What follows belongs to an exercise in optimizing a design on an open flow for small area and a short achievable clock period; a production flow would make more cautious choices.
Where RTL was checked, it was by simulation tests only, not by an equivalence proof against the original.
Function not checked in run 1: the RTL went through the layout flow alone.
Power is estimated from default activity; no workload was simulated.

## flow/design.v (module list and top-level ports; edited modules follow where they fit)
// module cpu_alu_shifter: 48 lines
// module cpu_alu_mux2i: 8 lines
// module cpu_alu: 871 lines
// module cpu_alu_benc: 10 lines
// module cpu_alu_bpp: 11 lines
// module cpu_alu_benc2: 10 lines
// module cpu_alu_bpp2: 13 lines
// module cpu_alu_bppbit: 10 lines
// module cpu_alu_fa: 10 lines
// module cpu_alu_ha: 9 lines
// module cpu_alu_cpa: 726 lines
// module cpu_alu_nand2: 3 lines
// module cpu_alu_nor2: 3 lines
// module cpu_alu_xnor2: 3 lines
// module cpu_alu_inv: 3 lines
// module cpu_alu_aoi21: 3 lines
// module cpu_alu_oai21: 3 lines
// module cpu_alu_maj3i: 3 lines
// module cpu_alu_xor2: 3 lines
module cpu_alu #(
    parameter int WIDTH = pkg_cpu_alu::ALU_WIDTH
) (
    input  logic             clk,
    input  logic             rst,
    input  logic             in_valid,
    input  logic [WIDTH-1:0] a,
    input  logic [WIDTH-1:0] b,
    input  logic [3:0]       oper,
    input  logic [3:0]       flags_in,
    output logic             out_valid,
    output logic [WIDTH-1:0] result,
    output logic [3:0]       flags_out
);
  // ...
==> flow/flow/run.sh <==
#!/bin/bash
# Standard layout, except that the port buffers are plain buf_2 cells instead of the
# resizer's default choice.
set -e
export BUFFER_PORTS_ARGS="-buffer_cell sky130_fd_sc_hd__buf_2"
bash standard.sh > standard.log 2>&1
==> flow/standard.sh <==
#!/bin/bash
# synth_recipe.tcl (not shown) runs the flow's synth.tcl, then flattens the netlist and writes it again
# the make line also repeats each setting of config.mk as NAME=value (left out here)
make -C /OpenROAD-flow-scripts/flow DESIGN_CONFIG=/design/flow/config.mk WORK_HOME=/design/flow/orfs CLKGATE_MAP_FILE= SYNTH_SCRIPT=/design/flow/synth_recipe.tcl "${@:-finish}"
==> flow/config.mk <==
export PLATFORM = sky130hd
export DESIGN_NAME = cpu_alu
export DESIGN_NICKNAME = cpu_alu
export VERILOG_FILES = /design/flow/design.v
export SDC_FILE = /design/flow/constraint.sdc
export NUM_CORES = 4
export LEC_CHECK = 0
export CAP_MARGIN = 20
export CORE_MARGIN = 2
export CORE_UTILIZATION = 60
export SETUP_SLACK_MARGIN = 3
export SLEW_MARGIN = 20
export SYNTH_HIERARCHICAL = 1
==> flow/constraint.sdc <==
create_clock -name core_clock -period 11.0 [get_ports {clk}]
set_input_delay 2.2000 -clock core_clock [delete_from_list [all_inputs] [get_ports {clk}]]
set_output_delay 2.2000 -clock core_clock [all_outputs]
set_load 0.01 [all_outputs]
==> impl_metrics.toml, run 1 <==
[layout]
fillerInstances = 2858
final_cell_mix = "369 x xnor2_1, 280 x o22ai_1, 265 x mux2i_1"
seq_cells = 36
multi_input_comb_cells = 2017
layout_commonest_cell = "xnor2_1"

[critical_path]
critPathLaunch = "b[4]"
critical-path-max-stage-delay_ns = 0.51
crit_cells = 22
worst_path_max_delay_cell = "fa_1"
crit_end = "r_flags[0]"
crit_type = "input port to flop"
startpoint_type = "input port"

[sta]
worst_pin_slew_ns = 1.07
fmax_mhz = 128
fin_setup_tns_ns = 0
setup_viol = 0
max_slew_margin_pct = 27.0

[pwr]
pg_comb_mw = 4.05
combPwrFrac_pct = 92.1

[logic_synthesis]
ys_seq_area_share_pct = 3.54
ys_types = 81
synthSimpleGateAreaFrac_pct = 10.4

[placed_design]
pre_cts_ws_ns = 1.94
gp_congestion = 0.957
place_area_um2 = 20900

[clock_network]
postCtsHoldBufs = 0
path_clk_slew_ns = 0.05
clockBufferDepth = 2

[global_routing]
grtUsageMet2_pct = 66.0
antenna_found_initial = 1

[die]
rows = 67
n_tap_cell = 448

[detailed_routing]
via_per_inst = 6.72

[run_status]
status = "no timing/DRC/antenna violations"
==> module cpu_alu_benc2, before the edit <==
module cpu_alu_benc2 (
    input  logic [2:0] i_b,
    output logic       o_onen,
    output logic       o_twon,
    output logic       o_neg
);
    assign o_onen = ~(i_b[1] ^ i_b[0]);
    assign o_twon = ~((i_b[2] & ~i_b[1] & ~i_b[0]) | (~i_b[2] & i_b[1] & i_b[0]));
    assign o_neg  = i_b[2] & ~(i_b[1] & i_b[0]);
endmodule
==> run 2: changes to the inputs <==
--- a/flow/design.v
+++ b/flow/design.v
@@ -979,9 +979,15 @@
     output logic       o_twon,
     output logic       o_neg
 );
-    assign o_onen = ~(i_b[1] ^ i_b[0]);
-    assign o_twon = ~((i_b[2] & ~i_b[1] & ~i_b[0]) | (~i_b[2] & i_b[1] & i_b[0]));
-    assign o_neg  = i_b[2] & ~(i_b[1] & i_b[0]);
+    logic w_one;
+    logic w_hi;
+    logic w_n10;
+    cpu_alu_xor2  u_one (.i_a(i_b[1]), .i_b(i_b[0]), .o_y(w_one));
+    cpu_alu_xor2  u_hi  (.i_a(i_b[2]), .i_b(i_b[1]), .o_y(w_hi));
+    cpu_alu_inv   u_onen (.i_a(w_one), .o_y(o_onen));
+    cpu_alu_nand2 u_twon (.i_a(w_hi), .i_b(o_onen), .o_y(o_twon));
+    cpu_alu_nand2 u_n10 (.i_a(i_b[1]), .i_b(i_b[0]), .o_y(w_n10));
+    cpu_alu_and2  u_neg (.i_a(i_b[2]), .i_b(w_n10), .o_y(o_neg));
 endmodule
 module cpu_alu_bpp2 #(
     parameter int N = 32
@@ -1775,3 +1781,9 @@
 module cpu_alu_xor2 (input logic i_a, input logic i_b, output logic o_y);
     assign o_y = i_a ^ i_b;
 endmodule
+module cpu_alu_and2 (input logic i_a, input logic i_b, output logic o_y);
+    assign o_y = i_a & i_b;
+endmodule
+module cpu_alu_mux2 (input logic i_s, input logic i_0, input logic i_1, output logic o_y);
+    assign o_y = i_s ? i_1 : i_0;
+endmodule
==> run 2 against run 1 <==
Against the previous run: sequential cell count is the same; still clean on timing, DRC and antenna; largest power group unchanged; largest cell class unchanged; first-iteration DRC count shrank 19%; combinational power grew 8.6%; worst hold slack hardly changed; global-route usage decreased by 0.87 points; utilization fell by 1.3 points.
==> impl_metrics.toml, run 2 <==
[run_status]
status = "no timing/DRC/antenna violations"

[placed_design]
dpl.hpwl_um = 55800
portBuffers = 109
pre_cts_ws_ns = 1.74
place_area_um2 = 20600
gp_congestion = 0.967

[global_routing]
grt_pass1_wl_um = 110000
grt_usage_pct = 40.7
antenna_found_initial = 2
grt_pass1_vias = 18500
grt.overflow.total = 0
grt_max_degree = 67

[layout]
layout_commonest_cell = "xnor2_1"
utilization_pct = 64.0
final_nets = 2753
drive_above_1_share_pct = 13.4
largest_register_ffs = 32
fin_area_um2 = 21300
final_cell_mix = "369 x xnor2_1, 277 x o22ai_1, 259 x mux2i_1"
regMostFlops = "r_result"
reg.largest.list = "r_result x32, r_flags x3, r_valid x1"
area_growth_pct = 5.94

[detailed_routing]
wl_met3_um = 7160
via_per_inst = 6.56
wl_met2_um = 32100
ant_nets = 0
avgRoutedWirePerCell_um = 25.6
wl_met1_um = 30200
drt-pass1-iter-count = 10
highest_layer = "met5"
drtIter0Drc = 1845
vias = 18700
drc_errors = 0
routed_wl_um = 72900

[sta]
period_share_pct = 71.0
fin_setup_tns_ns = 0
rsz0062_at_grt = "false"
setup_viol = 0
fmax_mhz = 128
drv_slew = 0
setup_ws_ns = 3.19
worst_pin_slew_ns = 1.15
hold_violations = 0
max_slew_margin_pct = 23.4
period_needed_ns = 7.81

[critical_path]
arrival_ns = 7.94
startpoint_type = "input port"
crit_fanout = 27
required_ns = 11.13
endpoint_kind = "flop"
crit_type = "input port to flop"
critPathLaunch = "b[5]"

[die]
rows = 67
die_w_um = 187
dieArea_um2 = 35000
start_util_pct = 60.5
io_pins = 112
die_y_um = 187
design.core.area_um2 = 33300

[job]
drv_cap = 0

[pwr]
ir_worst_vdd_v = 0.000183
leakage_nw = 8.70
p_per_area_nw_per_um2 = 222

[logic_synthesis]
ys_types = 80
syn_inst = 2375
ys_async_sr_fraction_pct = 0
ys_seq_area_share_pct = 3.58
synthFlopType = "dfxtp_1"
synth_common_cells = "370 x xnor2_1, 280 x o22ai_1, 269 x mux2i_1"
yosysWarnings = 9
ys_ff_latch = 36
synth_edf_count = 0
yosysTopAreaCell = "fa_1"
synthTopCellsByArea = "fa_1 21%, xnor2_1 16%, mux2i_1 13%"
yosys.cell_count.top_type = "xnor2_1"
yosysTopAreaCellShare_pct = 20.9
syn_avg_cell_area_um2 = 8.47
syn_area_um2 = 20100

[clock_network]
cts_max_level = 2
cts_sinks = 36
path_clk_slew_ns = 0.05
cts_tree = "done"
cts-buffers-inserted = 5
clockBufferDepth = 2
cts-root-buf = "clkbuf_16"

[hold_path]
worstHoldStart = "rst"
min_path_type = "input port to flop"
run 2: area by class of cell:
type / instances / area (um2)
multi-input cells: 2015 / 18100
fillers: 2936 / 12000
repair buffers: 170 / 1140
flip-flops and latches: 36 / 721
inverters: 174 / 653
well taps: 448 / 561
clock buffers: 8 / 146
diodes: 1 / 2.50
run 2: final timing paths:
kind / to / depth (start not counted)
setup / recovery: r_result[29] / 23
hold / removal: r_valid / 2
run 2: power breakdown:
| part | internal (mW) | switching (mW) |
|---|---|---|
| Sequential | 0.182 | 0.0138 |
| Combinational | 1.85 | 2.55 |
| Clock | 0.0902 | 0.0492 |
run 2: through the flow:
step	std cells	hold slack (ns)	power, mW
after global placement	2818	2.36	4.20
final	2852	2.07	4.74
after global routing	2851	2.08	5.13
after floorplan	2377	2.27	2.91
after CTS	2829	2.06	4.45
after detailed placement	2819	2.36	4.21
run 2: critical path, stage by stage:
cell,delay [ns]
buf_2,0.17
xor2_1,0.17
inv_1,0.06
buf_4,0.30
nand2_1,0.08
buf_4,0.24
o22ai_1,0.21
fa_1,0.48
fa_1,0.47
fa_1,0.41
fa_1,0.51
fa_1,0.46
mux2i_2,0.27
xor2_2,0.35
nand2_1,0.17
nor2_1,0.30
nand2_2,0.19
nor2_1,0.17
a21oi_2,0.07
inv_1,0.08
xor2_1,0.26
nand2_1,0.08
o21ai_0,0.19
run 2: Yosys stat by module (local to each module, per instance), a selection:
module           area [um2]  cells  flip-flops and latches  copies in the design
cpu_alu                4170    560                      36                     1
cpu_alu_shifter        1460    220                       0                     1
cpu_alu_cpa             280     32                       0                     1
cpu_alu_maj3i          18.8      3                       0                     1
cpu_alu_ha             12.5      1                       0                    30
cpu_alu_mux2i          10.0      1                       0                   224
cpu_alu_xor2           8.76      1                       0                    64
cpu_alu_xnor2          8.76      1                       0                    32
cpu_alu_oai21          5.00      1                       0                    32
cpu_alu_nand2          3.75      1                       0                    74
cpu_alu_nor2           3.75      1                       0                   101
cpu_alu_inv            3.75      1                       0                    82
run 2: layer usage:
layer  track usage (%)  vias up
met3              7.45      223
li1                  -     8352
met2              63.8     1041
met4              17.0        2
met1              55.5     9097
met5                 0        -
run 2: cells by family (layout without fill, tap and decap cells):
family	Yosys count	after routing	synth area share (%)
multiplexers	285	285	14.3
flip-flops	36	36	3.58
adder cells (fa/ha/maj)	277	277	25.1
AO/OA/AOI/OAI	563	563	18.7
other	1	4	0.0186
XOR/XNOR	468	468	20.4
AND/OR/NAND/NOR	418	419	9.62
buffers and inverters	327	352	8.38
run 2: repair_timing:
action,CTS,global route
gates resized for setup,33,60
setup buffers,1,20
hold endpoints to repair,0,0
hold buffers,0,0
pin swaps,3,13
cloned,1,0
setup endpoints to repair,19,19
==> run 3: changes to the inputs <==
--- a/flow/config.mk
+++ b/flow/config.mk
@@ -8,6 +8,6 @@
 export CAP_MARGIN = 20
 export CORE_MARGIN = 2
 export CORE_UTILIZATION = 60
-export SETUP_SLACK_MARGIN = 3
+export SETUP_SLACK_MARGIN = 3.4
 export SLEW_MARGIN = 20
 export SYNTH_HIERARCHICAL = 1
==> run 3 against run 2 <==
Against the previous run: worst hold slack improved by 0.0012 ns; wire length rose by 2.5%; sequential cell count did not move; clock-buffer cell count did not move; synthesized cell count did not move; cell count rose by 1.5%; worst setup slack improved by 0.25 ns; utilization rose by 2.3 points; non-clock buffer count rose by 41; via count rose by 2.4%; critical path type unchanged.
==> impl_metrics.toml, run 3 <==
[sta]
max_slew_margin_pct = 19.5
drv_slew = 0
worst_pin_slew_ns = 1.21
fin_setup_tns_ns = 0
period_needed_ns = 7.56
period_share_pct = 68.7
hold_violations = 0
rsz0062_at_grt = "true"
setup_viol = 0
fmax_mhz = 132

[die]
io_pins = 112
dieArea_um2 = 35000
design.core.area_um2 = 33300
start_util_pct = 60.5
die_y_um = 187
rows = 67
die_w_um = 187

[pwr]
seq_power_share_pct = 4.0
p_per_area_nw_per_um2 = 224
leakage_nw = 9.09
power.internal_mw = 2.22
switching_share_pct = 55.1
p_sw_mw = 2.72
p_clk_share_pct = 2.8
ir_worst_vdd_v = 0.000208
combPwrFrac_pct = 93.2

[logic_synthesis]
ys_async_sr_fraction_pct = 0
syn_avg_cell_area_um2 = 8.47
ys_seq_area_share_pct = 3.58
synthTopCellsByArea = "fa_1 21%, xnor2_1 16%, mux2i_1 13%"
yosys.cell_count.top_type = "xnor2_1"
yosysWarnings = 9
ys_types = 80
yosysTopAreaCell = "fa_1"
yosysTopAreaCellShare_pct = 20.9
ys_ff_latch = 36
synth_common_cells = "370 x xnor2_1, 280 x o22ai_1, 269 x mux2i_1"
syn_area_um2 = 20100
synth_edf_count = 0
synthFlopType = "dfxtp_1"
syn_inst = 2375

[layout]
fillerInstances = 2806
fin_area_um2 = 22100
multi_input_area_um2 = 18400
seq_area_um2 = 721
final_nets = 2796
area_growth_pct = 9.78
drive_above_1_share_pct = 16.5
layout_commonest_cell = "xnor2_1"
reg.largest.list = "r_result x32, r_flags x3, r_valid x1"
regMostFlops = "r_result"
largest_register_ffs = 32
final_cell_mix = "357 x xnor2_1, 273 x o22ai_1, 254 x mux2i_1"

[placed_design]
dpl.hpwl_um = 55800
portBuffers = 109
gp_congestion = 0.967
place_area_um2 = 20600

[critical_path]
required_ns = 11.20
crit_top_cell = "fa_1"
critical-path-max-stage-delay_ns = 0.51
crit_type = "input port to flop"
startpoint_type = "input port"
endpoint_kind = "flop"
crit_path_cell_trace = "buf_2 -> xor2_1 -> inv_1 -> buf_6 -> nand2_1 -> buf_6 -> o22ai_1 -> fa_1 -> fa_1 -> fa_1 -> fa_1 -> fa_1 -> mux2i_2 -> xor2_2 -> nand2_1 -> nor2_4 -> nand2_2 -> inv_1 -> nand2_1 -> o21ai_1 -> xor2_1 -> o21a_1"
arrival_ns = 7.76
crit_fanout = 27
worst_path_max_delay_cell = "fa_1"

[clock_network]
postCtsHoldBufs = 0
cts_max_level = 2
path_clk_slew_ns = 0.05
cts-root-buf = "clkbuf_16"
cts-buffers-inserted = 5
cts_tree = "done"
cts_sinks = 36
clockBufferDepth = 2

[detailed_routing]
drtIter0Drc = 1773
avgRoutedWirePerCell_um = 25.8
ant_nets = 0
drt-pass1-iter-count = 6
via_per_inst = 6.62
routed_wl_um = 74700
drc_errors = 0
vias = 19200

[global_routing]
grt_max_degree = 67
grt_pass1_wl_um = 111000
antenna_found_initial = 2
grt_pass1_vias = 18800
grt.overflow.total = 0
grt_usage_pct = 41.2

[job]
drv_cap = 0

[hold_path]
min_path_type = "input port to flop"

[run_status]
status = "no timing/DRC/antenna violations"
[run 3: final timing paths]
path | depth (start not counted) | startpoint | endpoint | slack, ns
min | 2 | rst | r_valid | 2.07
max | 22 | b[5] | r_result[30] | 3.44
[run 3: area by class of cell]
cell class | instances | area share (%)
antenna | 1 | 0.0113
clock buffer | 8 | 0.663
inverter | 174 | 2.96
multi-input combinational | 2017 | 83.2
sequential | 36 | 3.26
tap | 448 | 2.54
timing repair buffer | 211 | 7.34
[run 3: metrics by stage]
| step | hold slack [ns] | total power, mW | std cells | util (%) | worst slack, ns |
|---|---|---|---|---|---|
| after floorplan | 2.27 | 2.91 | 2377 | - | 3.53 |
| after global placement | 2.36 | 4.20 | 2818 | 61.7 | 1.65 |
| after detailed placement | 2.36 | 4.21 | 2819 | 61.8 | 1.74 |
| after CTS | 2.06 | 4.58 | 2850 | 63.8 | 3.41 |
| after global routing | 2.08 | 5.31 | 2894 | 66.4 | 3.32 |
| final | 2.07 | 4.94 | 2895 | 66.4 | 3.44 |
[run 3: what timing repair did]
item	CTS	global route
pin swaps	16	11
endpoints found under the setup margin	21	19
buffers inserted	21	40
cloned	2	2
resized for setup	78	94
[run 3: cells by family (layout without fill, tap and decap cells)]
logic type | Yosys count | in the layout | synth area share (%)
muxes | 285 | 285 | 14.3
DFF | 36 | 36 | 3.58
and+or+nand+nor | 418 | 421 | 9.62
adders and majority gates | 277 | 277 | 25.1
xor gates and xnor gates | 468 | 468 | 20.4
AOI/OAI and AO/OA | 563 | 563 | 18.7
other | 1 | 4 | 0.0186
buffers and inverters | 327 | 393 | 8.38
[run 3: metal layers]
| metal | global-route usage, % | vias to the layer above | wire length (um) |
|---|---|---|---|
| li1 | - | 8443 | - |
| met2 | 64.6 | 1192 | 32700 |
| met1 | 55.7 | 9266 | 29800 |
| met4 | 17.8 | 2 | 3960 |
| met5 | 0 | - | 8 |
| met3 | 7.95 | 258 | 8200 |
[run 3: per-module statistics from Yosys, one instance, submodules excluded, a selection]
module	copies in the design	flops+latches	cells inside
cpu_alu	1	36	560
cpu_alu_shifter	1	0	220
cpu_alu_cpa	1	0	32
cpu_alu_fa	210	0	1
cpu_alu_maj3i	1	0	3
cpu_alu_mux2i	224	0	1
cpu_alu_xnor2	32	0	1
cpu_alu_aoi21	48	0	1
cpu_alu_xor2	64	0	1
cpu_alu_and2	16	0	1
cpu_alu_oai21	32	0	1
cpu_alu_inv	82	0	1
cpu_alu_nor2	101	0	1
[run 3: worst max-delay path, delay by kind of cell]
kind            cells  cell delay [ns]
fa+ha+maj           5             2.33
xor+xnor            3             0.81
buf+inv             5             0.78
simple gates        5             0.72
compound gates      3             0.62
mux                 1             0.28
[run 3: power groups by stage]
stage                     clock network, mW  logic, mW  registers, mW
final                                 0.139       4.61          0.196
after global routing                  0.145       4.97          0.200
after CTS                             0.141       4.25          0.196
after detailed placement                  0       4.01          0.195
after global placement                    0       4.01          0.195
after floorplan                           0       2.69          0.224
==> run 4: changes to the inputs <==
--- a/flow/config.mk
+++ b/flow/config.mk
@@ -8,6 +8,6 @@
 export CAP_MARGIN = 20
 export CORE_MARGIN = 2
 export CORE_UTILIZATION = 60
-export SETUP_SLACK_MARGIN = 3.4
+export SETUP_SLACK_MARGIN = 3.6
 export SLEW_MARGIN = 20
 export SYNTH_HIERARCHICAL = 1
==> run 4 against run 3 <==
Against the previous run: clock-buffer cell count did not move; synthesized cell count is the same; global-route usage rose by 0.76 points; total power up 7.2%; fmax rose by 1.9%; clock power is essentially flat; critical path type unchanged.
==> impl_metrics.toml, run 4 <==
[run_status]
status = "no timing/DRC/antenna violations"

[logic_synthesis]
syn_area_um2 = 20100
ys_seq_area_share_pct = 3.58
ys_async_sr_fraction_pct = 0
yosysTopAreaCell = "fa_1"
syn_avg_cell_area_um2 = 8.47
synthFlopType = "dfxtp_1"
yosysTopAreaCellShare_pct = 20.9
synth_common_cells = "370 x xnor2_1, 280 x o22ai_1, 269 x mux2i_1"
yosysWarnings = 9
syn_inst = 2375
synthTopCellsByArea = "fa_1 21%, xnor2_1 16%, mux2i_1 13%"
ys_ff_latch = 36
synth_edf_count = 0
yosys.cell_count.top_type = "xnor2_1"
ys_types = 80

[layout]
layout_commonest_cell = "xnor2_1"
regMostFlops = "r_result"
multi_input_area_um2 = 19000
seq_area_um2 = 721
final_cell_mix = "324 x xnor2_1, 253 x o22ai_1, 251 x mux2i_1"
reg.largest.list = "r_result x32, r_flags x3, r_valid x1"
fin_area_um2 = 23100
largest_register_ffs = 32
drive_above_1_share_pct = 20.7
final_nets = 2823
fillerInstances = 2605
area_growth_pct = 14.9
utilization_pct = 69.5

[pwr]
p_clk_share_pct = 2.6
p_per_area_nw_per_um2 = 229
ir_worst_vdd_v = 0.000258
p_sw_mw = 2.91
leakage_nw = 9.58
power.internal_mw = 2.39
seq_power_share_pct = 3.7
combPwrFrac_pct = 93.6
switching_share_pct = 54.9

[detailed_routing]
avgRoutedWirePerCell_um = 27.0
routed_wl_um = 78900
drc_errors = 0
drt-pass1-iter-count = 6
drtIter0Drc = 2070
vias = 19700
via_per_inst = 6.75
ant_nets = 0

[critical_path]
crit_path_cell_trace = "buf_12 -> xor2_1 -> inv_2 -> buf_12 -> nand2_2 -> buf_12 -> o22ai_1 -> fa_1 -> fa_1 -> fa_1 -> fa_1 -> fa_1 -> mux2i_2 -> xor2_2 -> nand2_2 -> nor2_4 -> buf_4 -> a21oi_2 -> inv_1 -> a21oi_2 -> o21ai_1 -> xor2_1 -> o21a_1"
critical-path-max-stage-delay_ns = 0.51
critPathLaunch = "b[3]"
crit_type = "input port to flop"
worst_path_max_delay_cell = "fa_1"
crit_top_cell = "fa_1"
cp_top_family = "adder cells"
crit_fanout = 29
startpoint_type = "input port"
arrival_ns = 7.62
endpoint_kind = "flop"
crit_cells = 23
required_ns = 11.20
cp_num_buf_inv = 6

[hold_path]
min_path_cells = 2
worstHoldStart = "rst"
min_path_type = "input port to flop"

[global_routing]
grt_usage_pct = 42.0
grt_pass1_wl_um = 113000
grt.overflow.total = 0
grt_max_degree = 67
antenna_found_initial = 2
grt_pass1_vias = 19000

[clock_network]
clockBufferDepth = 2
path_clk_slew_ns = 0.05
cts_tree = "done"
cts_max_level = 2
cts-buffers-inserted = 5
cts-root-buf = "clkbuf_16"
cts_sinks = 36
postCtsHoldBufs = 0

[die]
design.core.area_um2 = 33300
start_util_pct = 60.5
die_y_um = 187
rows = 67
die_w_um = 187
io_pins = 112
dieArea_um2 = 35000

[placed_design]
portBuffers = 109
gp_congestion = 0.967
place_area_um2 = 20600
dpl.hpwl_um = 55800

[sta]
setup_viol = 0
period_needed_ns = 7.42
hold_ws_ns = 2.07
drv_slew = 0
max_slew_margin_pct = 27.8
fmax_mhz = 135
rsz0062_at_grt = "true"
worst_pin_slew_ns = 1.06
fin_setup_tns_ns = 0
period_share_pct = 67.4
hold_violations = 0

[job]
drv_cap = 0
==> run 4: cell families (layout without fill, tap and decap cells) <==
logic type | after synthesis | after routing | synth area share [%]
AOI/OAI and AO/OA | 563 | 564 | 18.7
xor gates and xnor gates | 468 | 469 | 20.4
and+or+nand+nor | 418 | 425 | 9.62
buffers and inverters | 327 | 414 | 8.38
muxes | 285 | 285 | 14.3
adders and majority gates | 277 | 277 | 25.1
DFF | 36 | 36 | 3.58
other | 1 | 4 | 0.0186
==> run 4: cell type report <==
| type | instances | area share (%) |
|---|---|---|
| Antenna cell | 1 | 0.0108 |
| Timing Repair Buffer | 232 | 8.67 |
| Sequential cell | 36 | 3.12 |
| Tap cell | 448 | 2.42 |
| Clock buffer | 8 | 0.633 |
| Multi-Input combinational cell | 2023 | 82.3 |
| Inverter | 174 | 2.84 |
==> run 4: per-module statistics from Yosys (local to each module, per instance), a selection <==
module	area [um2]	flops+latches
cpu_alu_inv	3.75	0
cpu_alu_cpa	280	0
cpu_alu_shifter	1460	0
cpu_alu_xnor2	8.76	0
cpu_alu_aoi21	8.76	0
cpu_alu_mux2i	10.0	0
cpu_alu_nor2	3.75	0
cpu_alu_and2	6.26	0
cpu_alu_fa	20.0	0
cpu_alu_oai21	5.00	0
cpu_alu	4170	36
cpu_alu_xor2	8.76	0
cpu_alu_maj3i	18.8	0
==> run 4: timing repair <==
item / in CTS / in global routing
gates resized for setup: 121 / 192
setup buffers: 27 / 50
pin swaps: 19 / 18
gates cloned: 5 / 10
endpoints found under the setup margin: 23 / 19
==> run 4: worst paths after layout <==
path           end  slack, ns
max   r_result[30]       3.58
min        r_valid       2.07
==> run 4: metrics by stage <==
stage | power (mW) | instances | worst slack, ns
after global placement | 4.20 | 2818 | 1.65
after CTS | 4.65 | 2859 | 3.60
final | 5.29 | 2922 | 3.58
after detailed placement | 4.21 | 2819 | 1.74
after floorplan | 2.91 | 2377 | 3.53
after global routing | 5.63 | 2921 | 3.47
==> run 4: power groups by stage <==
stage	Sequential (mW)	Clock (mW)	Combinational, mW
finish	0.196	0.140	4.96
global route	0.200	0.147	5.28
CTS	0.196	0.141	4.31
detailed placement	0.195	0	4.01
global placement	0.195	0	4.01
floorplan	0.224	0	2.69
==> run 4: routing by layer <==
| layer | vias up | global-route usage, % | share of wire (%) |
|---|---|---|---|
| met4 | 2 | 19.9 | 6.4 |
| met1 | 9529 | 56.4 | 39 |
| met5 | - | 0 | 0.010 |
| li1 | 8519 | - | - |
| met2 | 1367 | 65.0 | 44 |
| met3 | 297 | 8.41 | 11 |
==> run 5: changes to the inputs <==
--- a/flow/config.mk
+++ b/flow/config.mk
@@ -8,6 +8,6 @@
 export CAP_MARGIN = 20
 export CORE_MARGIN = 2
 export CORE_UTILIZATION = 60
-export SETUP_SLACK_MARGIN = 3.6
+export SETUP_SLACK_MARGIN = 3.2
 export SLEW_MARGIN = 20
 export SYNTH_HIERARCHICAL = 1
==> run 5 against run 4 <==
Against the previous run: still clean on timing, DRC and antenna; cell count is 2.3% lower; sequential power hardly changed; sequential share of layout area is 0.24 points higher; clock-buffer cell count stayed put; clock power hardly changed; utilization is 5.0 points lower; die area stayed put; worst hold slack better by 0.0024 ns; cell area is 7.2% lower; critical endpoint is now r_result[29].
==> impl_metrics.toml, run 5 <==
[layout]
drive_above_1_share_pct = 13.9
reg.largest.list = "r_result x32, r_flags x3, r_valid x1"
layout_commonest_cell = "xnor2_1"
largest_register_ffs = 32
area_growth_pct = 6.64
regMostFlops = "r_result"
final_nets = 2757
final_cell_mix = "364 x xnor2_1, 278 x o22ai_1, 260 x mux2i_1"

[detailed_routing]
via_per_inst = 6.57
drtIter0Drc = 1724
drt-pass1-iter-count = 6
drc_errors = 0
routed_wl_um = 73300
ant_nets = 0
avgRoutedWirePerCell_um = 25.7
vias = 18800

[hold_path]
min_path_type = "input port to flop"
min_path_cells = 2

[clock_network]
cts_max_level = 2
path_clk_slew_ns = 0.05
cts_tree = "done"
cts_sinks = 36
cts-buffers-inserted = 5
clockBufferDepth = 2
cts-root-buf = "clkbuf_16"

[placed_design]
portBuffers = 109
dpl.hpwl_um = 55800
gp_congestion = 0.967

[logic_synthesis]
yosys.cell_count.top_type = "xnor2_1"
ys_async_sr_fraction_pct = 0
yosysTopAreaCell = "fa_1"
synth_common_cells = "370 x xnor2_1, 280 x o22ai_1, 269 x mux2i_1"
syn_inst = 2375
synth_edf_count = 0
ys_types = 80
ys_seq_area_share_pct = 3.58
synthFlopType = "dfxtp_1"
syn_area_um2 = 20100
ys_ff_latch = 36
synthTopCellsByArea = "fa_1 21%, xnor2_1 16%, mux2i_1 13%"
yosysWarnings = 9
syn_avg_cell_area_um2 = 8.47
yosysTopAreaCellShare_pct = 20.9

[sta]
hold_violations = 0
period_needed_ns = 7.68
hold_ws_ns = 2.07
worst_pin_slew_ns = 1.16
rsz0062_at_grt = "true"
drv_slew = 0
max_slew_margin_pct = 22.4
period_share_pct = 69.8
fin_setup_tns_ns = 0
fmax_mhz = 130
setup_viol = 0

[critical_path]
crit_path_cell_trace = "buf_2 -> xor2_1 -> inv_1 -> buf_6 -> nand2_1 -> buf_4 -> o22ai_1 -> fa_1 -> fa_1 -> fa_1 -> fa_1 -> fa_1 -> mux2i_2 -> xor2_2 -> nand2_1 -> nor2_2 -> nand2_2 -> nor2_1 -> a21oi_2 -> inv_1 -> xor2_1 -> nand2_1 -> o21ai_0"
crit_fanout = 27
endpoint_kind = "flop"
cp_top_family = "adder cells"
crit_type = "input port to flop"
crit_top_cell = "fa_1"
arrival_ns = 7.82
worst_path_max_delay_cell = "fa_1"
critical-path-max-stage-delay_ns = 0.51
cp_num_buf_inv = 5
required_ns = 11.14
startpoint_type = "input port"
crit_cells = 23

[die]
die_w_um = 187
dieArea_um2 = 35000
rows = 67
design.core.area_um2 = 33300
start_util_pct = 60.5
io_pins = 112
die_y_um = 187

[global_routing]
antenna_found_initial = 3
grt_max_degree = 67
grt_pass1_vias = 18700
grt.overflow.total = 0
grt_pass1_wl_um = 111000
grt_usage_pct = 41.0

[pwr]
p_per_area_nw_per_um2 = 222
leakage_nw = 8.77
ir_worst_vdd_v = 0.000182

[run_status]
status = "no timing/DRC/antenna violations"

[job]
drv_cap = 0
## run 5: area by class of cell
class | count | area, um2
Antenna cell | 1 | 2.50
Clock buffer | 8 | 146
Fill cell | 2932 | 11800
Inverter | 174 | 653
Multi-Input combinational cell | 2016 | 18200
Sequential cell | 36 | 721
Tap cell | 448 | 561
Timing Repair Buffer | 173 | 1200
## run 5: repair_timing
| item | in CTS | in global routing |
|---|---|---|
| gates cloned | 1 | 1 |
| pin swaps | 8 | 12 |
| hold buffers | 0 | 0 |
| endpoints found under the setup margin | 20 | 19 |
| buffers inserted | 9 | 15 |
| gates resized for setup | 55 | 59 |
## run 5: worst paths after layout
check  slack, ns      endpoint  from
max         3.32  r_result[29]  b[5]
min         2.07       r_valid   rst
## run 5: cell families after synthesis
kind of cell | count (synthesis) | synth area share, %
simple gates | 418 | 9.62
xor+xnor | 468 | 20.4
buf+inv | 327 | 8.38
flops | 36 | 3.58
fa+ha+maj | 277 | 25.1
other cells | 1 | 0.0186
compound gates | 563 | 18.7
mux | 285 | 14.3
## run 5: per-layer routing
metal,up-vias,part of all wire (%),global-route usage [%],wire (um)
met5,-,0.011,0,8
met4,2,5.0,17.0,3640
met3,221,9.9,7.43,7230
met2,1052,44,64.3,32100
met1,9142,41,55.8,30300
li1,8361,-,-,-
## run 5: modules after synthesis, one instance, submodules excluded, excerpt
module           flip-flops and latches  cell area, um2  cells  times used
cpu_alu_mux2i                         0            10.0      1         224
cpu_alu_xor2                          0            8.76      1          64
cpu_alu_fa                            0            20.0      1         210
cpu_alu_nand2                         0            3.75      1          74
cpu_alu_shifter                       0            1460    220           1
cpu_alu_ha                            0            12.5      1          30
cpu_alu_xnor2                         0            8.76      1          32
cpu_alu                              36            4170    560           1
cpu_alu_inv                           0            3.75      1          82
cpu_alu_oai21                         0            5.00      1          32
cpu_alu_aoi21                         0            8.76      1          48
cpu_alu_maj3i                         0            18.8      3           1
cpu_alu_nor2                          0            3.75      1         101
cpu_alu_and2                          0            6.26      1          16
cpu_alu_cpa                           0             280     32           1
## run 5: metrics by stage
stage	cells	utilization (%)	power (mW)	area, um2	setup WS, ns
5_1_grt	2855	64.5	5.15	21500	3.16
2_1_floorplan	2377	-	2.91	20100	3.53
3_5_place_dp	2819	61.8	4.21	20600	1.74
3_3_place_gp	2818	61.7	4.20	20500	1.65
6_report	2856	64.5	4.77	21500	3.32
4_1_cts	2837	63.1	4.51	21000	3.19
## run 5: where the power goes
group / internal (mW) / switching (mW) / total, mW
Clock: 0.0902 / 0.0485 / 0.139
Sequential: 0.182 / 0.0139 / 0.196
Combinational: 1.86 / 2.57 / 4.43
==> run 6: changes to the inputs <==
--- a/flow/config.mk
+++ b/flow/config.mk
@@ -7,7 +7,7 @@
 export LEC_CHECK = 0
 export CAP_MARGIN = 20
 export CORE_MARGIN = 2
-export CORE_UTILIZATION = 60
+export CORE_UTILIZATION = 70
 export SETUP_SLACK_MARGIN = 3.2
 export SLEW_MARGIN = 20
 export SYNTH_HIERARCHICAL = 1
==> run 6 against run 5 <==
Against the previous run: largest cell class unchanged; synthesized cell count unchanged; die area is 14% lower; critical endpoint unchanged; still clean; utilization rose by 11 points; area after synthesis stayed put; global-route usage rose by 8.4 points; highest routed layer unchanged; critical path type unchanged; via count increased by 7.6%.
==> impl_metrics.toml, run 6 <==
[clock_network]
path_clk_slew_ns = 0.05
cts_sinks = 36
clockBufferDepth = 2
postCtsHoldBufs = 0
cts-root-buf = "clkbuf_16"
cts_tree = "done"
cts-buffers-inserted = 5
cts_max_level = 2

[logic_synthesis]
ys_seq_area_share_pct = 3.58
synth_edf_count = 0
synth_common_cells = "370 x xnor2_1, 280 x o22ai_1, 269 x mux2i_1"
yosysTopAreaCellShare_pct = 20.9
ys_ff_latch = 36
syn_inst = 2375
ys_types = 80
synthFlopType = "dfxtp_1"
yosysTopAreaCell = "fa_1"
syn_avg_cell_area_um2 = 8.47
syn_area_um2 = 20100
yosys.cell_count.top_type = "xnor2_1"
synthTopCellsByArea = "fa_1 21%, xnor2_1 16%, mux2i_1 13%"
yosysWarnings = 9
ys_async_sr_fraction_pct = 0

[global_routing]
grt_max_degree = 65
grt.overflow.total = 0
grt_pass1_wl_um = 115000
antenna_found_initial = 0
grt_usage_pct = 49.4
grt_pass1_vias = 19900

[detailed_routing]
drc_errors = 0
via_per_inst = 7.19
drtIter0Drc = 3113
routed_wl_um = 77100
avgRoutedWirePerCell_um = 27.4
vias = 20200
drt-pass1-iter-count = 12
ant_nets = 0

[hold_path]
min_path_type = "input port to flop"

[sta]
drv_slew = 0
fin_setup_tns_ns = 0
rsz0062_at_grt = "true"
worst_pin_slew_ns = 1.18
period_needed_ns = 7.87
hold_ws_ns = 2.06
max_slew_margin_pct = 20.2
fmax_mhz = 127
setup_viol = 0
period_share_pct = 71.6
hold_violations = 0

[critical_path]
crit_fanout = 31
required_ns = 11.15
crit_type = "input port to flop"
startpoint_type = "input port"
endpoint_kind = "flop"
arrival_ns = 8.02

[die]
dieArea_um2 = 30100
rows = 62
io_pins = 112
start_util_pct = 70.7
die_y_um = 174
design.core.area_um2 = 28500
die_w_um = 174

[layout]
drive_above_1_share_pct = 15.2
regMostFlops = "r_result"
largest_register_ffs = 32
layout_commonest_cell = "xnor2_1"
utilization_pct = 75.7
reg.largest.list = "r_result x32, r_flags x3, r_valid x1"
final_cell_mix = "365 x xnor2_1, 279 x o22ai_1, 261 x mux2i_1"
final_nets = 2778
antenna_cells = 0
area_growth_pct = 7.11
fillerInstances = 2006

[placed_design]
dpl.hpwl_um = 55800
gp_congestion = 1.04
portBuffers = 109

[pwr]
p_total_mw = 5.08
ir_worst_vdd_v = 0.000323
leakage_nw = 8.86
p_per_area_nw_per_um2 = 236

[run_status]
status = "no timing/DRC/antenna violations"

[job]
drv_cap = 0
run 6: power breakdown:
| group | total (mW) | internal (mW) | switching (mW) |
|---|---|---|---|
| clock | 0.163 | 0.107 | 0.0564 |
| sequential | 0.197 | 0.182 | 0.0152 |
| combinational | 4.72 | 1.95 | 2.77 |
| total | 5.08 | 2.24 | 2.84 |
run 6: cell type report:
type                    count  area [um2]  share of cell area [%]
flip-flops and latches     36         721                    3.34
clock inverters             2        35.0                   0.163
repair inverters            2        15.0                  0.0697
multi-input cells        2016       18200                    84.5
inverters                 174         661                    3.07
well taps                 384         480                    2.23
repair buffers            192        1310                    6.06
clock buffers               6         129                   0.598
run 6: cell families (layout without fill, tap and decap cells):
| logic type | count (synthesis) | after routing | share of synthesized area [%] |
|---|---|---|---|
| DFF | 36 | 36 | 3.58 |
| and+or+nand+nor | 418 | 420 | 9.62 |
| xor gates and xnor gates | 468 | 468 | 20.4 |
| adders and majority gates | 277 | 277 | 25.1 |
| other | 1 | 3 | 0.0186 |
| AOI/OAI and AO/OA | 563 | 563 | 18.7 |
| buffers and inverters | 327 | 376 | 8.38 |
| muxes | 285 | 285 | 14.3 |
run 6: modules after synthesis, one instance, submodules excluded, excerpt:
| module | times used | cells | area [um2] |
|---|---|---|---|
| cpu_alu | 1 | 560 | 4170 |
| cpu_alu_cpa | 1 | 32 | 280 |
| cpu_alu_fa | 210 | 1 | 20.0 |
| cpu_alu_maj3i | 1 | 3 | 18.8 |
| cpu_alu_ha | 30 | 1 | 12.5 |
| cpu_alu_mux2i | 224 | 1 | 10.0 |
| cpu_alu_xnor2 | 32 | 1 | 8.76 |
| cpu_alu_xor2 | 64 | 1 | 8.76 |
| cpu_alu_and2 | 16 | 1 | 6.26 |
| cpu_alu_oai21 | 32 | 1 | 5.00 |
| cpu_alu_nor2 | 101 | 1 | 3.75 |
| cpu_alu_inv | 82 | 1 | 3.75 |
| cpu_alu_nand2 | 74 | 1 | 3.75 |
run 6: repair_timing:
action / CTS / global route
cloned: 4 / 0
hold endpoints to repair: 0 / 0
gates resized for setup: 62 / 62
buffers inserted: 20 / 24
pin swaps: 15 / 12
endpoints found under the setup margin: 19 / 19
run 6: metal layers:
| metal | GRT usage [%] | vias up | routed length, um |
|---|---|---|---|
| met5 | 0 | - | 23 |
| met1 | 61.4 | 9476 | 27000 |
| met3 | 14.5 | 541 | 10900 |
| met2 | 75.9 | 1800 | 33100 |
| met4 | 30.2 | 2 | 6100 |
| li1 | - | 8387 | - |
run 6: per-stage QoR:
stage	instance area (um2)	instances	worst slack (ns)
2_1_floorplan	20100	2377	3.53
3_3_place_gp	20500	2755	2.02
3_5_place_dp	20500	2755	1.84
4_1_cts	21100	2787	3.17
5_1_grt	21500	2812	3.09
6_report	21500	2812	3.13
run 6: path summary, 6_finish.rpt:
check	start	end	cells after the start
worst max-delay path	b[1]	r_result[29]	23
worst min-delay path	rst	r_valid	2
run 6: worst max-delay path: stages:
cell and delay (ns):
buf_4 0.21, xor2_1 0.19, inv_1 0.10, buf_8 0.24, nand2_4 0.22, buf_4 0.27, o22ai_1 0.19, ha_1 0.30
fa_1 0.46, fa_1 0.40, fa_1 0.53, fa_1 0.44, mux2i_1 0.30, xor2_2 0.31, nand2_1 0.26, nor2_2 0.35
nand2_4 0.20, nor2_1 0.18, a21oi_2 0.07, inv_1 0.07, xor2_1 0.23, nand2_1 0.08, o21ai_0 0.18

-- separate check: timing with driven ports --
The results above use ideal ports. As a check the final layouts listed here were re-extracted and re-timed, cells and wires unchanged. Step 1, drivers: a clkbuf_16 drives clk and a buf_2 each remaining input, both assumed. Step 2 adds t to the input delays and takes it off the output delays; t is the mean of the earliest and latest rising clock arrival at the registers after step 1. Input paths then give back, and output paths get back, about the clock's delay inside the block. Slacks: no drivers / after step 1 / after step 2; pairs: no drivers / after step 1.
| run | shift t [ns] | setup slack, ns | clock arrival spread, ns | worst data-port slew with drivers (ns) | pins driven straight from the clock port |
|---|---|---|---|---|---|
| run 1 | 0.306 | 3.172 / 3.183 / 2.877 | 0.002 / 0.002 | 0.07 | 1 |
| run 2 | 0.305 | 3.192 / 3.200 / 2.895 | 0.005 / 0.005 | 0.10 | 1 |
| run 3 | 0.305 | 3.444 / 3.447 / 3.142 | 0.004 / 0.004 | 0.10 | 1 |
| run 4 | 0.305 | 3.582 / 3.561 / 3.256 | 0.006 / 0.006 | 0.11 | 1 |
| run 5 | 0.304 | 3.320 / 3.328 / 3.024 | 0.004 / 0.004 | 0.10 | 1 |
| run 6 | 0.320 | 3.127 / 3.139 / 2.820 | 0.006 / 0.007 | 0.04 | 1 |
After both steps every run listed still meets setup and hold. The setup slack of run 4, which loses most, moves by -0.021 ns with the drivers and by -0.326 ns with both steps.
